Background: an optimization exercise with open tools, aiming at small area. Do not read the settings as production practice. RTL that was checked went through simulation tests only; none was proved equivalent to the original. Power and IR drop assume default switching activity.

Setup of JK:
==> flow/design.v (excerpt) <==
module apb_mem_slave #(
  parameter int ADDR_WIDTH  = 8,
  parameter int DATA_WIDTH  = 32,
  parameter int STRB_WIDTH  = DATA_WIDTH / 8,
  parameter int MEM_DEPTH   = 64,
  parameter int WAIT_STATES = 2
) (
  input  logic                  pclk,
  input  logic                  preset,
  input  logic [ADDR_WIDTH-1:0] paddr,
  input  logic                  psel,
  input  logic                  penable,
  input  logic                  pwrite,
  input  logic [DATA_WIDTH-1:0] pwdata,
  input  logic [STRB_WIDTH-1:0] pstrb,
  output logic [DATA_WIDTH-1:0] prdata,
  output logic                  pready,
  output logic                  pslverr
);
Size in the first run: about 3,500 cells after synthesis, roughly 2,200 flip-flops, ~83 I/O pins, roughly 0.053 mm2 of cells after synthesis.
clock: 5.0 ns
lec_check: 0
cap_margin: 20
core_margin: 2
core_utilization: 55
cts_cluster_diameter: 60
cts_cluster_size: 30
gpl_timing_driven: 0
slew_margin: 20
synth_hierarchical: 1
synth_minimum_keep_size: 0
run.sh (not shown) runs the stock make flow with config.mk's settings and CLKGATE_MAP_FILE= SYNTH_SCRIPT=/design/flow/synth_recipe.tcl, a recipe that flattens the netlist after the stock synthesis.
JK finished every stage; the final checks, however, were not passed, the failures being setup timing.
### JK -> MS
Settings: swapping 0 for 1 in GPL_TIMING_DRIVEN.
==> run summary <==
The final report for JK shows a completed flow and a layout that fails verification, specifically setup timing.
No crash in MS: every stage finished, but the layout fails its final checks due to setup timing.
MS vs JK — slack of the critical path rose 0.074 ns.
MS ended up with prdata[4] as its termination of the worst setup path; JK ended up with prdata[14].
A highest routed metal layer of met4 is what MS shows, while met5 belongs to JK.
Diff JK -> MS: power decreased by 1.3% relative to the old numbers; clock power share decreased by 0.6 points relative to the old numbers; count of cell instances traversed by the critical path increased by 2 relative to the old numbers; sequential share of layout area decreased by 0.42 points relative to the old numbers.
MS — core utilization 0.41 points higher, JK as reference
MS vs JK — worst setup slack before clock tree synthesis rose 0.62 ns.
Side by side, number of detailed-route iterations in the first pass turned out lower in MS than in JK.
Function was not checked in any run of this note: the RTL went through the layout flow alone.


## rev 12
Another version of the RTL of apb_mem_slave (not shown whole).
Size in the first run: about 3,400 cells after synthesis, about 2,100 flip-flops, ~83 I/O pins, about 0.052 mm^2 of cells after synthesis.
clock: 5.0 ns
lec_check: 0
cap_margin: 20
core_margin: 2
core_utilization: 55
gpl_timing_driven: 1
slew_margin: 20
synth_hierarchical: 1
synth_minimum_keep_size: 0
standard.sh (not shown) runs the stock make flow with config.mk's settings and CLKGATE_MAP_FILE= SYNTH_SCRIPT=/design/flow/synth_recipe.tcl, a recipe that flattens the netlist after the stock synthesis.
==> flow/flow/run.sh <==
#!/bin/bash
set -euo pipefail
export CTS_ARGS="-sink_clustering_enable -repair_clock_nets -dont_use_dummy_load -buf_list sky130_fd_sc_hd__clkbuf_8 -root_buf sky130_fd_sc_hd__clkbuf_16 -sink_clustering_size 20 -sink_clustering_max_diameter 50"
export BUFFER_PORTS_ARGS="-buffer_cell sky130_fd_sc_hd__buf_1"
bash standard.sh finish > standard.log 2>&1
Edits applied to the flow inputs when going from rev 12 to rev 13:
==> flow/flow/run.sh <==
#!/bin/bash
set -euo pipefail
export CTS_ARGS="-sink_clustering_enable -repair_clock_nets -dont_use_dummy_load -sink_clustering_size 36 -sink_clustering_max_diameter 55"
export BUFFER_PORTS_ARGS="-buffer_cell sky130_fd_sc_hd__buf_2"
bash standard.sh finish > standard.log 2>&1
### Flow results
- On required time of the critical path, rev 13 tracks rev 12 almost exactly.
- Number of clock sinks: rev 12 vs rev 13 identical
- STATUS final period demand of the worst path: rev 13 wins against rev 12
- Rev 13 vs. rev 12: wire length of the first global-routing pass about even, hold slack went down 0.0071 ns, number of cells in the finished layout apart from fillers has increased.


Another version of the RTL of apb_mem_slave (not shown whole).
Size: ~2,200 flip-flops, ~53,000 sq um of cells after synthesis.
==> flow/config.mk <==
export PLATFORM = sky130hd
export DESIGN_NAME = apb_mem_slave
export DESIGN_NICKNAME = apb_mem_slave
export VERILOG_FILES = /design/flow/design.v
export SDC_FILE = /design/flow/constraint.sdc
export NUM_CORES = 4
export LEC_CHECK = 0
export CAP_MARGIN = 20
export CORE_MARGIN = 2
export CORE_UTILIZATION = 55
export GPL_TIMING_DRIVEN = 1
export SLEW_MARGIN = 20
export SYNTH_HIERARCHICAL = 1
export SYNTH_MINIMUM_KEEP_SIZE = 0
==> flow/constraint.sdc <==
create_clock -name core_clock -period 5.0 [get_ports {pclk}]
set_input_delay 1.0000 -clock core_clock [delete_from_list [all_inputs] [get_ports {pclk}]]
set_output_delay 1.0000 -clock core_clock [all_outputs]
set_load 0.01 [all_outputs]
==> flow/flow/run.sh <==
#!/bin/bash
# Standard layout, with clock tree synthesis told not to add dummy loads
# and the port buffers taken as buf_2 cells.
set -euo pipefail
export CTS_ARGS="-sink_clustering_enable -repair_clock_nets -dont_use_dummy_load -sink_clustering_size ${CTS_SIZE:-30} -sink_clustering_max_diameter ${CTS_DIAM:-60}"
export BUFFER_PORTS_ARGS="-buffer_cell sky130_fd_sc_hd__buf_2"
bash standard.sh finish > standard.log 2>&1
==> next run, changes <==
==> flow/flow/run.sh (replaced) <==
#!/bin/bash
set -euo pipefail
export CTS_ARGS="-sink_clustering_enable -repair_clock_nets -dont_use_dummy_load -buf_list sky130_fd_sc_hd__clkbuf_8 -root_buf sky130_fd_sc_hd__clkbuf_16 -sink_clustering_size 20 -sink_clustering_max_diameter 50"
export BUFFER_PORTS_ARGS="-buffer_cell sky130_fd_sc_hd__buf_2"
bash standard.sh finish > standard.log 2>&1
--- a/flow/config.mk
+++ b/flow/config.mk
@@ -8,6 +8,6 @@
 export CAP_MARGIN = 20
 export CORE_MARGIN = 2
-export CORE_UTILIZATION = 55
-export GPL_TIMING_DRIVEN = 1
+export CORE_UTILIZATION = 65
+export GPL_TIMING_DRIVEN = 0
 export SLEW_MARGIN = 20
 export SYNTH_HIERARCHICAL = 1
=> Worst setup slack degrades by 56 ps; critical path depth rises by 2; via count is about the same; routed wire length goes down by a few percent; core utilization grows by 10 points.
==> next run, changes <==
--- a/flow/config.mk
+++ b/flow/config.mk
@@ -8,6 +8,6 @@
 export CAP_MARGIN = 20
 export CORE_MARGIN = 2
-export CORE_UTILIZATION = 65
-export GPL_TIMING_DRIVEN = 0
+export CORE_UTILIZATION = 55
+export GPL_TIMING_DRIVEN = 1
 export SLEW_MARGIN = 20
 export SYNTH_HIERARCHICAL = 1
Outcome: Utilization fell by 11 points. Non-clock buffer count fell by 35. Die area goes up by about a fifth. Total power went up slightly. Worst setup slack improves by 68 ps.
==> next run, changes <==
==> flow/run.sh (new file) <==
#!/bin/bash
# synth_recipe.tcl (not shown) runs the flow's synth.tcl, then flattens the netlist and writes it again
# the make line also repeats each setting of config.mk as NAME=value (left out here)
make -C /OpenROAD-flow-scripts/flow DESIGN_CONFIG=/design/flow/config.mk WORK_HOME=/design/flow/orfs CLKGATE_MAP_FILE= SYNTH_SCRIPT=/design/flow/synth_recipe.tcl finish
--- a/flow/config.mk
+++ b/flow/config.mk
@@ -9,4 +9,6 @@
 export CORE_MARGIN = 2
 export CORE_UTILIZATION = 55
+export CTS_CLUSTER_DIAMETER = 60
+export CTS_CLUSTER_SIZE = 30
 export GPL_TIMING_DRIVEN = 1
 export SLEW_MARGIN = 20
removed: flow/flow/run.sh
removed: flow/standard.sh
What happened:
- The new run completed without violations
- clock power increases by well over a third
- utilization increases by 4.5 points
- power increases by about a fifth
- cell area increases by a little under a tenth
- worst setup slack loses 92 ps
- cell count increases by a few percent
==> next run, changes <==
==> flow/flow/run.sh (new file) <==
#!/bin/bash
set -euo pipefail
export CTS_ARGS="-sink_clustering_enable -repair_clock_nets -dont_use_dummy_load -buf_list sky130_fd_sc_hd__clkbuf_8 -root_buf sky130_fd_sc_hd__clkbuf_16 -sink_clustering_size 25 -sink_clustering_max_diameter 40"
export BUFFER_PORTS_ARGS="-buffer_cell sky130_fd_sc_hd__buf_2"
bash standard.sh finish > standard.log 2>&1
==> flow/standard.sh (new file) <==
#!/bin/bash
# synth_recipe.tcl (not shown) runs the flow's synth.tcl, then flattens the netlist and writes it again
# the make line also repeats each setting of config.mk as NAME=value (left out here)
make -C /OpenROAD-flow-scripts/flow DESIGN_CONFIG=/design/flow/config.mk WORK_HOME=/design/flow/orfs CLKGATE_MAP_FILE= SYNTH_SCRIPT=/design/flow/synth_recipe.tcl "${@:-finish}"
--- a/flow/config.mk
+++ b/flow/config.mk
@@ -9,6 +9,4 @@
 export CORE_MARGIN = 2
 export CORE_UTILIZATION = 55
-export CTS_CLUSTER_DIAMETER = 60
-export CTS_CLUSTER_SIZE = 30
 export GPL_TIMING_DRIVEN = 1
 export SLEW_MARGIN = 20
removed: flow/run.sh
Outcome:
- die area does not change
- total power came out lower by 11%
- clock skew climbs by 51 ps
- setup slack improves by 120 ps
- register-to-register slack is better by 50 ps
- sequential cell count stays the same
- final cell count is lower by 3.7%
- via count came out lower by 1.3%
- count of clock-buffer cells in the layout is higher by 45
- routed wire length grows by 0.99%
- core utilization fell by 4.1 points


apb_mem_slave, a different RTL version from the one above (not shown whole).
Size: roughly 4900 cells after synthesis, about 2100 flip-flops, about 83 I/O pins, about 58000 um^2 of cells after synthesis.
make LEC_CHECK=0 CAP_MARGIN=40 CORE_MARGIN=2 CORE_UTILIZATION=30 SLEW_MARGIN=20 finish   # period 5.0 ns
run.sh (not shown) runs the stock make flow with config.mk's settings and CLKGATE_MAP_FILE= SYNTH_SCRIPT=/design/flow/synth_recipe.tcl, a recipe that flattens the netlist after the stock synthesis.
Stock flow here: none of the scripts above is used.
The baseline finished clean.
Next try:
GPL_TIMING_DRIVEN = 0   (was unset)
With this change the flow completed, yet does not pass: setup timing.
Maximum frequency shrinks by 4.5%.
Setup slack is worse by 0.23 ns.
Sequential power stays flat.
Final area climbs by 2.0%.
Via count increases by 5.0%.
Hold slack is better by 0.0084 ns.
Utilization climbs by 0.75 points.
Cell count went up by 1.4%.
Next try:
CAP_MARGIN = 0   (was 40)
CORE_UTILIZATION = 60   (was 30)
CTS_BUF_LIST = sky130_fd_sc_hd__clkbuf_8   (was unset)
SLEW_MARGIN = 0   (was 20)
What happened: This time the run produced a layout that fails on capacitance limit, slew limit, setup timing; fmax rose by 1.5%; sequential power barely changes; non-clock buffer count fell by 87; utilization rose by 35 points; setup slack is better by 0.077 ns; design area fell by 4.4%; cell count fell by 14%; power fell by 5.1%; routed wire length fell by 4.4%.


apb_mem_slave, a different RTL version from the one above (not shown whole).
Size: about 3400 cells after synthesis, roughly 2100 flip-flops, about 83 I/O pins, roughly 52000 um^2 of cells after synthesis.
clock: 5.0 ns
lec_check: 0
cap_margin: 10
core_margin: 2
core_utilization: 65
gpl_timing_driven: 1
slew_margin: 10
synth_hierarchical: 1
synth_minimum_keep_size: 0
standard.sh (not shown) runs the stock make flow with config.mk's settings and CLKGATE_MAP_FILE= SYNTH_SCRIPT=/design/flow/synth_recipe.tcl, a recipe that flattens the netlist after the stock synthesis.
==> flow/flow/run.sh <==
#!/bin/bash
set -euo pipefail
export CTS_ARGS="-sink_clustering_enable -repair_clock_nets -dont_use_dummy_load -buf_list sky130_fd_sc_hd__clkbuf_8 -root_buf sky130_fd_sc_hd__clkbuf_16 -sink_clustering_size 20 -sink_clustering_max_diameter 50"
export BUFFER_PORTS_ARGS="-buffer_cell sky130_fd_sc_hd__buf_1"
bash standard.sh finish > standard.log 2>&1
The first run finished with timing, DRC and antenna clean.
Rerun with:
Settings changed: CORE_UTILIZATION 65 to 55.
Outcome:
- The new run finished clean
- sequential share of layout area shrinks by 0.18 points
- final area is about the same
- count of clock-buffer cells in the layout shrinks by 2
- combinational power shrinks by about 2%
- cell count grows by 4.3%
- register-to-register slack gains 0.02 ns
- setup slack gains 0.042 ns
- synthesized area stays the same
- wire length grows by 5.3%
Rerun with:
Settings changed: PLACE_DENSITY set to 0.75.
After rerunning:
- design area stays flat
- worst hold slack degrades by 0.015 ns
- via count falls by 0.52%
- cell count barely changes
- critical path depth stays the same
- routed wire length falls by 9.2%
- global-route usage falls by 2.7 points
- first-iteration DRC count rises by about 0.5%
- sequential share of layout area hardly moves
- synthesized cell count stays the same


apb_mem_slave, a different RTL version from the one above (not shown whole).
Size: ~3500 cells after synthesis, ~2100 flip-flops, roughly 83 I/O pins, roughly 52000 sq um of cells after synthesis.
export LEC_CHECK = 0
export CAP_MARGIN = 10
export CORE_MARGIN = 2
export CORE_UTILIZATION = 55
export GPL_TIMING_DRIVEN = 1
export SLEW_MARGIN = 10
export SYNTH_HIERARCHICAL = 1
export SYNTH_MINIMUM_KEEP_SIZE = 0
create_clock -name core_clock -period 5.0 [get_ports {pclk}]
==> flow/flow/run.sh <==
#!/bin/bash
set -euo pipefail
export CTS_ARGS="-sink_clustering_enable -repair_clock_nets -dont_use_dummy_load -buf_list sky130_fd_sc_hd__clkbuf_4 -root_buf sky130_fd_sc_hd__clkbuf_16 -sink_clustering_size 10 -sink_clustering_max_diameter 35"
export BUFFER_PORTS_ARGS="-buffer_cell sky130_fd_sc_hd__buf_1"
bash standard.sh finish > standard.log 2>&1
The first run completed without violations.
Edit:
==> flow/flow/run.sh (replaced) <==
#!/bin/bash
set -euo pipefail
export CTS_ARGS="-sink_clustering_enable -repair_clock_nets -dont_use_dummy_load -buf_list sky130_fd_sc_hd__clkbuf_8 -root_buf sky130_fd_sc_hd__clkbuf_16 -sink_clustering_size 20 -sink_clustering_max_diameter 50"
export BUFFER_PORTS_ARGS="-buffer_cell sky130_fd_sc_hd__buf_1"
bash standard.sh finish > standard.log 2>&1
After rerunning: The changed run completed without violations. Worst setup slack got worse by 50 ps. Register-to-register slack improved by 90 ps. Routed wire length goes down by about 2.5%. Clock skew goes down by 4.7 ps. Total power goes down by about 4.7%. Global-route usage goes down by 0.52 points. Die area is unchanged.
Edit:
==> flow/flow/run.sh (replaced) <==
#!/bin/bash
set -euo pipefail
export CTS_ARGS="-sink_clustering_enable -repair_clock_nets -dont_use_dummy_load -buf_list sky130_fd_sc_hd__clkbuf_4 -root_buf sky130_fd_sc_hd__clkbuf_16 -sink_clustering_size 11 -sink_clustering_max_diameter 40"
export BUFFER_PORTS_ARGS="-buffer_cell sky130_fd_sc_hd__buf_1"
bash standard.sh finish > standard.log 2>&1
What happened: Cell area is about the same. Routed wire length climbs slightly. Total power drops slightly. Global-route usage climbs by 0.29 points. Register-to-register slack hardly moves. Combinational power climbs slightly. Count of clock-buffer cells in the layout climbs by 81. Area after synthesis is unchanged. First-iteration DRC count climbs by a few percent.


apb_mem_slave, a different RTL version from the one above (not shown whole).
For scale: roughly 3,500 cells after synthesis, about 2,100 flip-flops, ~83 I/O pins.
==> flow/config.mk <==
export PLATFORM = sky130hd
export DESIGN_NAME = apb_mem_slave
export DESIGN_NICKNAME = apb_mem_slave
export VERILOG_FILES = /design/flow/design.v
export SDC_FILE = /design/flow/constraint.sdc
export NUM_CORES = 4
export LEC_CHECK = 0
export CAP_MARGIN = 10
export CORE_MARGIN = 2
export CORE_UTILIZATION = 55
export GPL_TIMING_DRIVEN = 1
export PLACE_DENSITY = 0.75
export SLEW_MARGIN = 10
export SYNTH_HIERARCHICAL = 1
export SYNTH_MINIMUM_KEEP_SIZE = 0
==> flow/constraint.sdc <==
create_clock -name core_clock -period 5.0 [get_ports {pclk}]
set_input_delay 1.0000 -clock core_clock [delete_from_list [all_inputs] [get_ports {pclk}]]
set_output_delay 1.0000 -clock core_clock [all_outputs]
set_load 0.01 [all_outputs]
==> flow/flow/run.sh <==
#!/bin/bash
set -euo pipefail
export CTS_ARGS="-sink_clustering_enable -repair_clock_nets -dont_use_dummy_load -buf_list sky130_fd_sc_hd__clkbuf_4 -root_buf sky130_fd_sc_hd__clkbuf_16 -sink_clustering_size 11 -sink_clustering_max_diameter 40"
export BUFFER_PORTS_ARGS="-buffer_cell sky130_fd_sc_hd__buf_1"
bash standard.sh finish > standard.log 2>&1
The starting point completed without violations.
Next try:
Settings changed: PLACE_DENSITY 0.75 to not set.
Effect: The new run passed the timing, DRC and antenna checks; area after synthesis does not change; non-clock buffer count went up by 1; clock-buffer cell count went up by 5; core utilization is about the same; design area hardly moves; sequential share of layout area barely changes; clock power went up by about 2%; hold slack loses 8.2 ps; total power went up by 0.73%; wire length went up by 7.7%.

## what the ideal ports hide
In the flow no input, the clock included, has a driving cell. The finished layouts below were timed again as built, in two steps.
Step 1, drivers: a clkbuf_16 drives pclk and a buf_2 each remaining input, both assumed.
Step 2 moves the port delays by t, midway between the first and last clock arrival at a register: inputs arrive t later, outputs are due t later. That takes back most of the time a late clock gives input paths.
Three values: ideal ports, drivers, drivers and shift; two values: the first two.
run | shift t [ns] | setup WS [ns] | worst setup path after step 2 | worst register clock-pin slew, ns
JK | 0.795 | -0.170 / -0.217 / -0.823 | input to register | 0.11 / 0.11
MS | 0.782 | -0.096 / -0.127 / -0.784 | input to register | 0.11 / 0.11
rev 12 | 0.758 | 0.125 / 0.064 / 0.097 | input to output | 0.12 / 0.12
rev 13 | 0.783 | 0.151 / 0.115 / 0.126 | input to output | 0.10 / 0.10
the first run of note 3 | 0.759 | 0.144 / 0.119 / 0.126 | input to output | 0.11 / 0.11
the second run of note 3 | 0.743 | 0.088 / 0.055 / 0.069 | input to output | 0.12 / 0.12
the third run of note 3 | 0.783 | 0.156 / 0.118 / 0.131 | input to output | 0.12 / 0.12
the fourth run of note 3 | 0.785 | 0.064 / 0.048 / 0.048 | input to output | 0.11 / 0.11
the fifth run of note 3 | 0.792 | 0.182 / 0.107 / 0.158 | input to output | 0.12 / 0.12
the first run of note 4 | 0.879 | 0.080 / 0.015 / 0.058 | input to output | 0.07 / 0.07
the second run of note 4 | 0.887 | -0.154 / -0.189 / -0.180 | input to output | 0.07 / 0.07
the third run of note 4 | 1.013 | -0.077 / -0.146 / -0.209 | input to register | 0.07 / 0.07
the first run of note 5 | 0.742 | 0.478 / 0.451 / 0.451 | input to output | 0.12 / 0.12
the second run of note 5 | 0.760 | 0.519 / 0.466 / 0.466 | input to output | 0.12 / 0.12
the third run of note 5 | 0.748 | 0.310 / 0.277 / 0.277 | input to output | 0.12 / 0.12
the first run of note 6 | 0.830 | 0.138 / 0.071 / 0.485 | input to output | 0.11 / 0.11
the second run of note 6 | 0.758 | 0.088 / 0.016 / 0.443 | input to output | 0.12 / 0.12
the third run of note 6 | 0.834 | 0.139 / 0.074 / 0.504 | input to output | 0.12 / 0.12
the first run of note 7 | 0.818 | 0.279 / 0.210 / 0.276 | input to output | 0.12 / 0.12
the second run of note 7 | 0.851 | 0.225 / 0.140 / 0.140 | input to output | 0.12 / 0.12
For MS, which loses most, drivers alone change the setup slack by -0.031 ns; drivers and shift together by -0.688 ns.
